This is an optimization exercise on Yosys and OpenROAD, whose aim is small area and a short achievable clock period, not a production implementation. RTL that was checked went through simulation tests only; none was proved equivalent to the original. Power figures rest on the tool's default switching activity, not on a simulated workload.

==> run C: inputs <==
// fft_test_core
module fft_test_core #(
  localparam int IW = 12,
  localparam int OW = 19,
  localparam int AW = 43
) (
  input  logic                 aclk,
  input  logic                 aresetn,
  input  logic [IW-1:0]        input_data_ch1,
  output logic signed [OW-1:0] fft_real,
  output logic signed [OW-1:0] fft_imag,
  output logic [AW-1:0]        amp,
  output logic                 fft_out_valid
);
==> flow/config.mk <==
export PLATFORM = sky130hd
export DESIGN_NAME = fft_test_core
export DESIGN_NICKNAME = fft_test_core
export VERILOG_FILES = /design/flow/design.v
export SDC_FILE = /design/flow/constraint.sdc
export NUM_CORES = 8
export LEC_CHECK = 0
export CAP_MARGIN = 20
export CORE_MARGIN = 2
export CORE_UTILIZATION = 55
export SLEW_MARGIN = 20
==> flow/constraint.sdc <==
create_clock -name core_clock -period 16.0 [get_ports {aclk}]
set_input_delay 3.2000 -clock core_clock [delete_from_list [all_inputs] [get_ports {aclk}]]
set_output_delay 3.2000 -clock core_clock [all_outputs]
set_load 0.01 [all_outputs]
standard.sh (not shown) runs the stock make flow with config.mk's settings and CLKGATE_MAP_FILE= SYNTH_SCRIPT=/design/flow/synth_recipe.tcl, a recipe that flattens the netlist after the stock synthesis.
==> flow/flow/run.sh <==
#!/bin/bash
# The standard ORFS layout, with repair_timing aiming for a larger setup slack
# (the clock and constraints stay the design's). Make's full output goes to make.log.
set -euo pipefail
bash standard.sh SETUP_SLACK_MARGIN=${MARGIN:-11} finish > make.log 2>&1
==> run A: changes against run C <==
--- a/flow/design.v
+++ b/flow/design.v
@@ -119,20 +119,20 @@
       5'd29: begin c1 = -18'sd62714; c2 = 18'sd43690; c3 = 18'sd81738; end
       5'd30: begin c1 = -18'sd64277; c2 = 18'sd51492; c3 = 18'sd77062; end
       5'd31: begin c1 = -18'sd65220; c2 = 18'sd58796; c3 = 18'sd71644; end
       default: begin c1 = '0; c2 = '0; c3 = '0; end
     endcase
   end
   logic [33:0] bw;
   always_comb begin
-    if (is5)          bw = r1[0];
-    else if (is2)     bw = bf_lane ? r1[8]  : r0[4];
-    else if (is3)     bw = bf_lane ? r1[16] : r0[8];
-    else              bw = bf_lane ? r1[0]  : r0[16];
+    if (is5 | bf_lane) bw = r1[0];
+    else if (is2)      bw = r0[4];
+    else if (is3)      bw = r0[8];
+    else               bw = r0[16];
   end
   logic signed [17:0] xs_re, xs_im;
   always_comb begin
     if (!sq_sub) begin
       xs_re = {r0[2][16], r0[2][16:0]} + {r1[2][16], r1[2][16:0]};
       xs_im = {r0[2][33], r0[2][33:17]} + {r1[2][33], r1[2][33:17]};
     end else begin
       xs_re = {r0[2][16], r0[2][16:0]} - {r1[2][16], r1[2][16:0]};
@@ -2999,18 +2999,18 @@
   assign pa_im = tim_a[32:16];
   assign pb_im = tim_b[32:16];
   logic [16:0] p_re, p_im;
   assign p_re = pa_re + pb_re + {16'd0, c16_re};
   assign p_im = pa_im + pb_im + {16'd0, c16_im};
   logic [33:0] aw;
   always_comb begin
     if (!wb_lane)  aw = r0[30];
-    else if (wb2)  aw = r1[2];
-    else if (wb3)  aw = r1[6];
+    else if (wb2)  aw = r1[26];
+    else if (wb3)  aw = r1[22];
     else           aw = r1[14];
   end
   logic [16:0] top_re, top_im, bot_re, bot_im;
   assign top_re = aw[16:0]  + pa_re + pb_re + {16'd0, c16_re};
   assign top_im = aw[33:17] + pa_im + pb_im + {16'd0, c16_im};
   assign bot_re = aw[16:0]  + ~pa_re + ~pb_re + 17'd1 + {16'd0, ~c16_re};
   assign bot_im = aw[33:17] + ~pa_im + ~pb_im + 17'd1 + {16'd0, ~c16_im};
   always_comb begin
@@ -3035,38 +3035,36 @@
     if (tau == 9'd21) r0_n[20][11:0] = din_r;
     if (tau == 9'd53) r0_n[21][11:0] = din_r;
     if (tau == 9'd9 || tau == 9'd27) r0_n[26][11:0] = din_r;
     if (tau == 9'd41 || tau == 9'd59) r0_n[27][11:0] = din_r;
     if (wb_any & !wb_lane) r0_n[29] = {top_im, top_re};
     if (tau == 9'd1 || tau == 9'd13 || tau == 9'd19 || tau == 9'd31) r0_n[30][11:0] = din_r;
     if (r4_en & (r4_lane == 1'b0)) r0_n[31] = {17'sd0, y0r};
     else if (tau == 9'd33 || tau == 9'd45 || tau == 9'd51 || tau == 9'd63) r0_n[31][11:0] = din_r;
-    if (wb2 & wb_lane) r1_n[1] = {top_im, top_re};
-    else if (r4_en & (r4_lane == 1'b1)) r1_n[1] = {17'sd0, y0r};
+    if (r4_en & (r4_lane == 1'b1)) r1_n[1] = {17'sd0, y0r};
     else if (tau == 9'd6 || tau == 9'd24) r1_n[1][11:0] = din_r;
     if (r4_en & (r4_lane == 1'b1)) r1_n[2] = {y1i, y1r};
     else if (tau == 9'd38 || tau == 9'd56) r1_n[2][11:0] = din_r;
     if (r4_en & (r4_lane == 1'b1)) r1_n[3] = {17'sd0, y2r};
     if (r4_en & (r4_lane == 1'b1)) r1_n[4] = {y3i, y1r};
-    if (wb2 & wb_lane) r1_n[5] = {bot_im, bot_re};
-    else if (wb3 & wb_lane) r1_n[5] = {top_im, top_re};
     if (tau == 9'd12) r1_n[7][11:0] = din_r;
     if (tau == 9'd44) r1_n[8][11:0] = din_r;
     if (tau == 9'd4 || tau == 9'd16 || tau == 9'd26) r1_n[11][11:0] = din_r;
     if (tau == 9'd36 || tau == 9'd48 || tau == 9'd58) r1_n[12][11:0] = din_r;
-    if (wb3 & wb_lane) r1_n[13] = {bot_im, bot_re};
-    else if (wb4 & wb_lane) r1_n[13] = {top_im, top_re};
+    if (wb4 & wb_lane) r1_n[13] = {top_im, top_re};
     if (tau == 9'd8 || tau == 9'd18 || tau == 9'd30) r1_n[15][11:0] = din_r;
     if (tau == 9'd40 || tau == 9'd50 || tau == 9'd62) r1_n[16][11:0] = din_r;
     if (tau == 9'd22) r1_n[19][11:0] = din_r;
     if (tau == 9'd54) r1_n[20][11:0] = din_r;
-    if (tau == 9'd10 || tau == 9'd28) r1_n[25][11:0] = din_r;
+    if (wb3 & wb_lane) r1_n[21] = {top_im, top_re};
+    if (wb2 & wb_lane) r1_n[25] = {top_im, top_re};
+    else if (tau == 9'd10 || tau == 9'd28) r1_n[25][11:0] = din_r;
     if (tau == 9'd42 || tau == 9'd60) r1_n[26][11:0] = din_r;
-    if (wb4 & wb_lane) r1_n[29] = {bot_im, bot_re};
+    if (((wb2 & wb_lane) | (wb3 & wb_lane)) | (wb4 & wb_lane)) r1_n[29] = {bot_im, bot_re};
     else if (wb5) r1_n[29] = {p_im, p_re};
     else if (tau == 9'd2 || tau == 9'd14 || tau == 9'd20 || tau == 9'd32) r1_n[29][11:0] = din_r;
     if (tau == 9'd34 || tau == 9'd46 || tau == 9'd52 || tau == 9'd64) r1_n[30][11:0] = din_r;
   end
   always_ff @(posedge aclk) begin
     r0 <= r0_n;
     r1 <= r1_n;
   end
==> run X: changes against run C <==
--- a/flow/design.v
+++ b/flow/design.v
@@ -2994,30 +2994,30 @@
   assign c16_re = lo_re[16];
   assign c16_im = lo_im[16];
   logic [16:0] pa_re, pb_re, pa_im, pb_im;
   assign pa_re = tre_a[32:16];
   assign pb_re = tre_b[32:16];
   assign pa_im = tim_a[32:16];
   assign pb_im = tim_b[32:16];
   logic [16:0] p_re, p_im;
-  assign p_re = pa_re + pb_re + {16'd0, c16_re};
-  assign p_im = pa_im + pb_im + {16'd0, c16_im};
+  assign p_re = pa_re + pb_re + 17'(c16_re);
+  assign p_im = pa_im + pb_im + 17'(c16_im);
   logic [33:0] aw;
   always_comb begin
     if (!wb_lane)  aw = r0[30];
     else if (wb2)  aw = r1[2];
     else if (wb3)  aw = r1[6];
     else           aw = r1[14];
   end
   logic [16:0] top_re, top_im, bot_re, bot_im;
-  assign top_re = aw[16:0]  + pa_re + pb_re + {16'd0, c16_re};
-  assign top_im = aw[33:17] + pa_im + pb_im + {16'd0, c16_im};
-  assign bot_re = aw[16:0]  + ~pa_re + ~pb_re + 17'd1 + {16'd0, ~c16_re};
-  assign bot_im = aw[33:17] + ~pa_im + ~pb_im + 17'd1 + {16'd0, ~c16_im};
+  assign top_re = aw[16:0]  + p_re;
+  assign top_im = aw[33:17] + p_im;
+  assign bot_re = aw[16:0]  - p_re;
+  assign bot_im = aw[33:17] - p_im;
   always_comb begin
     for (int q = 0; q < 32; q++) begin
       r0_n[q] = r0[(q + 1) % 32];
       r1_n[q] = r1[(q + 1) % 32];
     end
     if (r4_en & (r4_lane == 1'b0)) r0_n[0] = {y1i, y1r};
     if (wb2 & !wb_lane) r0_n[1] = {bot_im, bot_re};
     else if (r4_en & (r4_lane == 1'b0)) r0_n[1] = {17'sd0, y2r};
==> flow/run.sh (new file) <==
#!/bin/bash
# synth_recipe.tcl (not shown) runs the flow's synth.tcl, then flattens the netlist and writes it again
# the make line also repeats each setting of config.mk as NAME=value (left out here)
make -C /OpenROAD-flow-scripts/flow DESIGN_CONFIG=/design/flow/config.mk WORK_HOME=/design/flow/orfs CLKGATE_MAP_FILE= SYNTH_SCRIPT=/design/flow/synth_recipe.tcl finish
==> flow/config.mk (replaced) <==
export PLATFORM = sky130hd
export DESIGN_NAME = fft_test_core
export DESIGN_NICKNAME = fft_test_core
export VERILOG_FILES = /design/flow/design.v
export SDC_FILE = /design/flow/constraint.sdc
export NUM_CORES = 8
export LEC_CHECK = 0
export CAP_MARGIN = 20
export CORE_MARGIN = 2
export CORE_UTILIZATION = 55
export SETUP_SLACK_MARGIN = 0.3
export SLEW_MARGIN = 20
removed: flow/flow/run.sh
removed: flow/standard.sh
==> run summary <==
metric	run C	run A	run X
Antenna violations before repair	24	31	40
Status	timing/DRC/antenna clean	timing/DRC/antenna clean	timing/DRC/antenna clean
Wire length of the first global-routing pass	510 mm	479 mm	498 mm
Master of the slowest instance on the critical path	sky130_fd_sc_hd__clkdlybuf4s50_1	sky130_fd_sc_hd__dfxtp_2	sky130_fd_sc_hd__nor2_1
Synthesis-to-layout area growth	11.2%	12.5%	10.7%
Worst slack at placement	9.96 ns	9.94 ns	8.75 ns
Post-route core utilization	61.7%	62.1%	61.3%
Multi-input gate area	55100 µm²	52900 µm²	53800 µm²
Area of the core	200000 µm²	197000 µm²	200000 µm²
Non-clock buffers, area share	1.74%	2.15%	1.46%
Critical path launch point	amp[27]	oc1[16]	tim_b[1]
Part of the power in the clock network	45.5%	46.8%	46.2%
Fraction of area in registers	41.8%	42.1%	41.9%
VDD IR max	0.109 mV	0.117 mV	0.121 mV
Multiplexer area fraction after synthesis	5.94%	4.98%	5.81%
Multi-input gates	6348	6107	6201
Initial Utilization	55.4%	55.2%	55.4%
Only the layout flow was run in run C and run X; the RTL was not checked for function there.

==> job 9857: inputs <==
Another version of the RTL of fft_test_core (not shown whole).
export LEC_CHECK = 0
export CAP_MARGIN = 20
export CORE_MARGIN = 2
export CORE_UTILIZATION = 55
export SLEW_MARGIN = 20
export SYNTH_HIERARCHICAL = 1
export SYNTH_MINIMUM_KEEP_SIZE = 0
create_clock -name core_clock -period 16.0 [get_ports {aclk}]
==> flow/flow/run.sh <==
#!/bin/bash
# The standard ORFS layout, with repair_timing aiming for a larger setup slack
# (the clock and constraints stay the design's) and a clock tree without dummy loads.
# Make's full output goes to make.log.
set -euo pipefail
export CTS_ARGS="-sink_clustering_enable -repair_clock_nets -dont_use_dummy_load -sink_clustering_size 25 -sink_clustering_max_diameter 70"
bash standard.sh SETUP_SLACK_MARGIN=${MARGIN:-11.35} finish > make.log 2>&1
==> job 6916: changes against job 9857 <==
--- a/flow/flow/run.sh
+++ b/flow/flow/run.sh
@@ -6,2 +6,2 @@
 export CTS_ARGS="-sink_clustering_enable -repair_clock_nets -dont_use_dummy_load -sink_clustering_size 25 -sink_clustering_max_diameter 70"
-bash standard.sh SETUP_SLACK_MARGIN=${MARGIN:-11.35} finish > make.log 2>&1
+bash standard.sh SETUP_SLACK_MARGIN=${MARGIN:-11.5} finish > make.log 2>&1
--- a/flow/config.mk
+++ b/flow/config.mk
@@ -9,3 +9,4 @@
 export CORE_MARGIN = 2
-export CORE_UTILIZATION = 55
+export CORE_UTILIZATION = 45
+export PLACE_DENSITY = 0.7
 export SLEW_MARGIN = 20
==> job 7455: changes against job 9857 <==
--- a/flow/flow/run.sh
+++ b/flow/flow/run.sh
@@ -6,2 +6,2 @@
 export CTS_ARGS="-sink_clustering_enable -repair_clock_nets -dont_use_dummy_load -sink_clustering_size 25 -sink_clustering_max_diameter 70"
-bash standard.sh SETUP_SLACK_MARGIN=${MARGIN:-11.35} finish > make.log 2>&1
+bash standard.sh SETUP_SLACK_MARGIN=${MARGIN:-11.5} finish > make.log 2>&1
--- a/flow/config.mk
+++ b/flow/config.mk
@@ -9,3 +9,4 @@
 export CORE_MARGIN = 2
-export CORE_UTILIZATION = 55
+export CORE_UTILIZATION = 60
+export PLACE_DENSITY = 0.7
 export SLEW_MARGIN = 20
==> comparison <==
Job 9857 produced a clean layout. Job 6916 finished clean. Job 7455 finished with timing, DRC and antenna clean.
Sequential power is about the same in job 7455 and job 9857.
In job 7455 the first-iteration DRC count is higher than in job 9857, by about 18%.
In job 7455 the power is lower than in job 9857, by 0.26%.
In synthesized cell count, job 7455 and job 6916 do not differ.
Sequential share of layout area, highest first: job 7455, job 9857, job 6916.
The lowest core utilization belongs to job 6916, the highest to job 7455.
==> figures <==
Result of the run: job 6916 finished clean; job 7455 finished clean; job 9857 finished clean
Delay of the slowest cell on the worst path: job 6916 0.41 ns; job 7455 0.42 ns; job 9857 0.46 ns
Overall routed net length: job 6916 265,000 µm; job 7455 269,000 µm; job 9857 283,000 µm
GR Util met2: job 6916 0.385; job 7455 0.507; job 9857 0.540
Final antenna diode count: job 6916 22; job 7455 8; job 9857 9
Die outline area: job 6916 0.216 mm²; job 7455 0.162 mm²; job 9857 0.177 mm²
Initial standard-cell utilization of the core: job 6916 0.451; job 7455 0.604; job 9857 0.555
Met3 routing resource usage after global routing: job 6916 0.0440; job 7455 0.0537; job 9857 0.0475
Internal power of the cells: job 6916 8.22 mW; job 7455 8.24 mW; job 9857 8.25 mW
Pwr dens: job 6916 97.3 mW/mm²; job 7455 98.4 mW/mm²; job 9857 98.6 mW/mm²
Clock insertion delay at the later pin of the skew report: job 6916 0.85 ns; job 7455 0.82 ns; job 9857 0.85 ns
Hold wc startpoint: job 6916 r1[958]; job 7455 r1[1072]; job 9857 r1[1037]
Layout multi-input combinational cell count: job 6916 4,903; job 7455 4,907; job 9857 4,902
TritonCTS buffer count: job 6916 142; job 7455 144; job 9857 145

==> build 78 <==
Another version of the RTL of fft_test_core (not shown whole).
==> flow/config.mk <==
export PLATFORM = sky130hd
export DESIGN_NAME = fft_test_core
export DESIGN_NICKNAME = fft_test_core
export VERILOG_FILES = /design/flow/design.v
export SDC_FILE = /design/flow/constraint.sdc
export NUM_CORES = 8
export LEC_CHECK = 0
export CAP_MARGIN = 20
export CORE_MARGIN = 2
export CORE_UTILIZATION = 55
export SLEW_MARGIN = 20
export SYNTH_HIERARCHICAL = 1
export SYNTH_MINIMUM_KEEP_SIZE = 0
==> flow/constraint.sdc <==
create_clock -name core_clock -period 16.0 [get_ports {aclk}]
set_input_delay 3.2000 -clock core_clock [delete_from_list [all_inputs] [get_ports {aclk}]]
set_output_delay 3.2000 -clock core_clock [all_outputs]
set_load 0.01 [all_outputs]
==> flow/flow/run.sh <==
#!/bin/bash
# The standard ORFS layout, with repair_timing aiming for a larger setup slack
# (the clock and constraints stay the design's) and a clock tree without dummy loads.
# Make's full output goes to make.log.
set -euo pipefail
export CTS_ARGS="-sink_clustering_enable -repair_clock_nets -dont_use_dummy_load -sink_clustering_size 25 -sink_clustering_max_diameter 70"
bash standard.sh SETUP_SLACK_MARGIN=${MARGIN:-11.7} finish > make.log 2>&1
==> build 4: changes against build 78 <==
--- a/flow/design.v
+++ b/flow/design.v
@@ -22,17 +22,17 @@
     din_rr <= din_r;
   end
   assign cap0 = tau[0] ? din_r : din_rr;
   assign cap1 = tau[0] ? din_rr : din_r;
   logic [31:0][33:0] r0, r1, r0_n, r1_n;
   logic [8:0] tau_n, tau_w;
   assign tau_n = (tau == 9'd319) ? 9'd0 : tau + 9'd1;
   assign tau_w = tau_n - 9'd3;
-  logic is0_0, wb0_0, is0_1, wb0_1, is1_0, wb1_0, is1_1, wb1_1, is2_0, wb2_0, is2_1, wb2_1, is3_0, wb3_0, is3_1, wb3_1, is4_0, wb4_0, is4_1, wb4_1, is5_1, wb5_1, issq, sq_sub, out_ph, out_sub;
+  logic is0_0, wb0_0, is0_1, wb0_1, is1_0, wb1_0, is1_1, wb1_1, is2_0, wb2_0, is2_1, wb2_1, is3_0, wb3_0, is3_1, wb3_1, is4_0, wb4_0, is4_1, wb4_1, is5_1, wb5_1, issq, sq_sub, out_ph;
   logic [4:0] m;
   always_ff @(posedge aclk or negedge aresetn) begin
     if (!aresetn) begin
       is0_0 <= 1'b0;
       wb0_0 <= 1'b0;
       is0_1 <= 1'b0;
       wb0_1 <= 1'b0;
       is1_0 <= 1'b0;
@@ -51,17 +51,16 @@
       wb4_0 <= 1'b0;
       is4_1 <= 1'b0;
       wb4_1 <= 1'b0;
       is5_1 <= 1'b0;
       wb5_1 <= 1'b0;
       issq <= 1'b0;
       sq_sub <= 1'b0;
       out_ph <= 1'b0;
-      out_sub <= 1'b0;
       m <= '0;
     end else begin
       is0_0 <= (tau_n >= 9'd60) && (tau_n < 9'd92) && (tau_n[0] == 1'b0);
       wb0_0 <= (tau_n >= 9'd63) && (tau_n < 9'd95) && (tau_w[0] == 1'b0);
       is0_1 <= (tau_n >= 9'd60) && (tau_n < 9'd92) && (tau_n[0] == 1'b1);
       wb0_1 <= (tau_n >= 9'd63) && (tau_n < 9'd95) && (tau_w[0] == 1'b1);
       is1_0 <= (tau_n >= 9'd92) && (tau_n < 9'd124) && (tau_n[1] == 1'b0);
       wb1_0 <= (tau_n >= 9'd95) && (tau_n < 9'd127) && (tau_w[1] == 1'b0);
@@ -79,17 +78,16 @@
       wb4_0 <= (tau_n >= 9'd191) && (tau_n < 9'd223) && (tau_w[4] == 1'b0);
       is4_1 <= (tau_n >= 9'd188) && (tau_n < 9'd220) && (tau_n[4] == 1'b1);
       wb4_1 <= (tau_n >= 9'd191) && (tau_n < 9'd223) && (tau_w[4] == 1'b1);
       is5_1 <= (tau_n >= 9'd220) && (tau_n < 9'd252);
       wb5_1 <= (tau_n >= 9'd223) && (tau_n < 9'd255);
       issq <= (tau_n >= 9'd254) && (tau_n < 9'd318);
       sq_sub <= (tau_n >= 9'd286);
       out_ph <= (tau_n >= 9'd256);
-      out_sub <= (tau_n >= 9'd288);
       if ((tau_n >= 9'd60) && (tau_n < 9'd92))      m <= 5'd0;
       else if ((tau_n >= 9'd92) && (tau_n < 9'd124)) m <= {tau_n[0], 4'b0000};
       else if ((tau_n >= 9'd124) && (tau_n < 9'd156)) m <= {tau_n[1:0], 3'b000};
       else if ((tau_n >= 9'd156) && (tau_n < 9'd188)) m <= {tau_n[2:0], 2'b00};
       else if ((tau_n >= 9'd188) && (tau_n < 9'd220)) m <= {tau_n[3:0], 1'b0};
       else         m <= tau_n[4:0] + 5'd0;
     end
   end
@@ -2440,26 +2438,24 @@
   logic [32:0] tre_a, tre_b;
   logic [35:0] tim_a, tim_b;
   always_ff @(posedge aclk) begin
     tre_a <= {tr_c2578, tr_c2575, tr_c2572, tr_c2569, tr_c2566, tr_c2563, tr_c2560, tr_c2557, tr_c2554, tr_c2551, tr_c2548, tr_c2545, tr_c2542, tr_c2539, tr_c2536, tr_c2533, tr_c2530, tr_c2527, tr_c2524, tr_c2521, tr_c2518, tr_c2515, tr_c2512, tr_c2509, tr_c2506, tr_c2503, tr_c2500, tr_c2497, tr_c2494, tr_c2491, tr_c2488, tr_c2485, tr_s2484};
     tre_b <= {tr_s2580, tr_s2577, tr_s2574, tr_s2571, tr_s2568, tr_s2565, tr_s2562, tr_s2559, tr_s2556, tr_s2553, tr_s2550, tr_s2547, tr_s2544, tr_s2541, tr_s2538, tr_s2535, tr_s2532, tr_s2529, tr_s2526, tr_s2523, tr_s2520, tr_s2517, tr_s2514, tr_s2511, tr_s2508, tr_s2505, tr_s2502, tr_s2499, tr_s2496, tr_s2493, tr_s2490, tr_s2487, tr_s2388};
     tim_a <= {ti_c2788, ti_c2785, ti_c2782, ti_c2779, ti_c2776, ti_c2773, ti_c2770, ti_c2767, ti_c2764, ti_c2761, ti_c2758, ti_c2755, ti_c2752, ti_c2749, ti_c2746, ti_c2743, ti_c2740, ti_c2737, ti_c2734, ti_c2731, ti_c2728, ti_c2725, ti_c2722, ti_c2719, ti_c2716, ti_c2713, ti_c2710, ti_c2707, ti_c2704, ti_c2701, ti_c2698, ti_c2695, ti_c2692, ti_c2689, ti_c2686, ti_s2685};
     tim_b <= {ti_s2790, ti_s2787, ti_s2784, ti_s2781, ti_s2778, ti_s2775, ti_s2772, ti_s2769, ti_s2766, ti_s2763, ti_s2760, ti_s2757, ti_s2754, ti_s2751, ti_s2748, ti_s2745, ti_s2742, ti_s2739, ti_s2736, ti_s2733, ti_s2730, ti_s2727, ti_s2724, ti_s2721, ti_s2718, ti_s2715, ti_s2712, ti_s2709, ti_s2706, ti_s2703, ti_s2700, ti_s2697, ti_s2694, ti_s2691, ti_s2688, ti_s2583};
   end
-  logic [16:0] lo_re, lo_im;
-  logic        c16_re, c16_im;
-  assign lo_re = 17'(tre_a[15:0]) + 17'(tre_b[15:0]);
-  assign lo_im = 17'(tim_a[15:0]) + 17'(tim_b[15:0]);
-  assign c16_re = lo_re[16];
-  assign c16_im = lo_im[16];
+  logic [32:0] tre_s;
+  logic [35:0] tim_s;
+  assign tre_s = tre_a + tre_b;
+  assign tim_s = tim_a + tim_b;
   logic [16:0] p_re, p_im;
   always_ff @(posedge aclk) begin
-    p_re <= tre_a[32:16] + tre_b[32:16] + {16'd0, c16_re};
-    p_im <= tim_a[32:16] + tim_b[32:16] + {16'd0, c16_im};
+    p_re <= tre_s[32:16];
+    p_im <= tim_s[32:16];
   end
   logic [33:0] aw;
   always_comb begin
     aw = '0;
     if (wb0_0) aw = aw | {17'd0, {5{r0[5][11]}}, r0[5][11:0]};
     if (wb0_1) aw = aw | {17'd0, {5{r1[20][11]}}, r1[20][11:0]};
     if (wb1_0) aw = aw | r0[29];
     if (wb1_1) aw = aw | r1[27];
@@ -2510,37 +2506,30 @@
     else if (wb5_1) r1_n[28] = {p_im, p_re};
     if (tau == 9'd2 || tau == 9'd14 || tau == 9'd20 || tau == 9'd32 || tau == 9'd35 || tau == 9'd47 || tau == 9'd53 || tau == 9'd65) r1_n[29][11:0] = cap1;
   end
   always_ff @(posedge aclk) begin
     r0 <= r0_n;
     r1 <= r1_n;
   end
   logic signed [17:0] xo_re, xo_im;
-  always_comb begin
-    if (!out_sub) begin
-      xo_re = {r0[0][16], r0[0][16:0]} + {r1[0][16], r1[0][16:0]};
-      xo_im = {r0[0][33], r0[0][33:17]} + {r1[0][33], r1[0][33:17]};
-    end else begin
-      xo_re = {r0[0][16], r0[0][16:0]} - {r1[0][16], r1[0][16:0]};
-      xo_im = {r0[0][33], r0[0][33:17]} - {r1[0][33], r1[0][33:17]};
-    end
+  always_ff @(posedge aclk) begin
+    xo_re <= ob_re;
+    xo_im <= os;
   end
-  logic [35:0] amp_s;
-  assign amp_s = tim_a + tim_b;
   always_ff @(posedge aclk or negedge aresetn) begin
     if (!aresetn) begin
       fft_real      <= '0;
       fft_imag      <= '0;
       amp           <= '0;
       fft_out_valid <= 1'b0;
     end else if (out_ph) begin
       fft_real      <= OW'(xo_re);
       fft_imag      <= OW'(xo_im);
-      amp           <= AW'(amp_s);
+      amp           <= AW'(tim_s);
       fft_out_valid <= 1'b1;
     end else begin
       fft_real      <= '0;
       fft_imag      <= '0;
       amp           <= '0;
       fft_out_valid <= 1'b0;
     end
   end
==> flow/flow/run.sh (replaced) <==
#!/bin/bash
# The standard ORFS layout, with repair_timing aiming for a larger setup slack
# (the clock and constraints stay the design's) and a clock tree without dummy loads.
# Make's full output goes to make.log.
set -euo pipefail
export CTS_ARGS="-sink_clustering_enable -repair_clock_nets -dont_use_dummy_load -sink_clustering_size 25 -sink_clustering_max_diameter 70"
bash standard.sh SETUP_SLACK_MARGIN=${MARGIN:-11.5} finish > make.log 2>&1
Settings changed: ABC_AREA set to 1, TNS_END_PERCENT set to 10.
==> qor summary <==
item	build 78	build 4
Relative slew margins	0.153	0.171
Area growth, synth to finish	13.1%	7.91%
Share of total power consumed by net switching	0.201	0.200
Adder-cell share of the synthesized area	0.135	0.134
Combined global-route utilization of all metal layers	0.327	0.341
Fraction of met2 tracks used by global routing	0.496	0.523
Final worst setup slack	11.42 ns	11.41 ns
Clock group power	3.57 mW	3.61 mW
Met3 wire length	22.2 mm	25.1 mm
Fmax	218 MHz	218 MHz
Status	timing/DRC/antenna clean	timing/DRC/antenna clean
Filler cell count in the final layout	14.5k	14.8k
End of the critical path	fft_imag[17]	fft_real[13]
Violation count after the first detailed-route iteration	7094	7813
Leakage power of the design	49.4 nW	45.2 nW
Period minus WS final	4.58 ns	4.59 ns
Register area share after synthesis	0.522	0.548
Reg-to-reg critical path endpoint	tre_b[17]$_DFF_P_	tre_b[16]$_DFF_P_
XOR/XNOR Fraction of Synth Area	0.0581	0.0537
Worst reg-to-reg path cell count	11	13
Number of antenna violations at the first check in global routing	14	26
Flip-flop and latch share of the layout cell area	0.463	0.508
Average via count per standard cell	5.89	5.77
Number of global-route vias before repair	65.9k	65.3k
Internal power summed over all cells	8.17 mW	8.26 mW
Routed length per placed instance	26.4 um	26.5 um
Height of the die	432 um	424 um
No functional check of the RTL was part of build 78.

static timing again, ports no longer ideal:
How much do the figures lean on ideal ports? The routed layouts below were timed once more, with nothing changed but the port constraints.
Step 1 sets driving cells, clkbuf_16 on the clock port and buf_2 on the other inputs (assumed; they add their load-dependent delay and slew).
Step 2, shift: input delay + t, output delay - t, t = (earliest + latest rising clock arrival at the registers) / 2. This alone moves slack from input paths to output paths.
Slacks: ideal ports / drivers / drivers and shift; pairs: ideal ports / drivers.
run	shift t [ns]	slack for setup (ns)	worst setup path at the end	clock arrival spread, ns
run C	0.970	11.039 / 10.958 / 11.059	register to register	0.077 / 0.077
run A	0.983	11.021 / 10.974 / 11.021	register to register	0.084 / 0.084
run X	0.958	8.653 / 8.653 / 8.653	register to register	0.105 / 0.104
job 9857	0.881	11.382 / 11.292 / 11.195	input, reset recovery	0.136 / 0.136
job 6916	0.875	11.413 / 11.328 / 11.510	register to register	0.122 / 0.121
job 7455	0.855	11.434 / 11.353 / 11.543	register to register	0.127 / 0.127
build 78	0.873	11.415 / 11.329 / 11.247	input, reset recovery	0.127 / 0.127
build 4	0.881	11.412 / 11.331 / 11.322	input, reset recovery	0.110 / 0.109
After both steps setup and hold are still met in every run listed. For job 9857, which loses most, drivers alone change the setup slack by -0.090 ns; drivers and shift together by -0.187 ns. The worst setup slack also covers recovery checks on asynchronous resets.
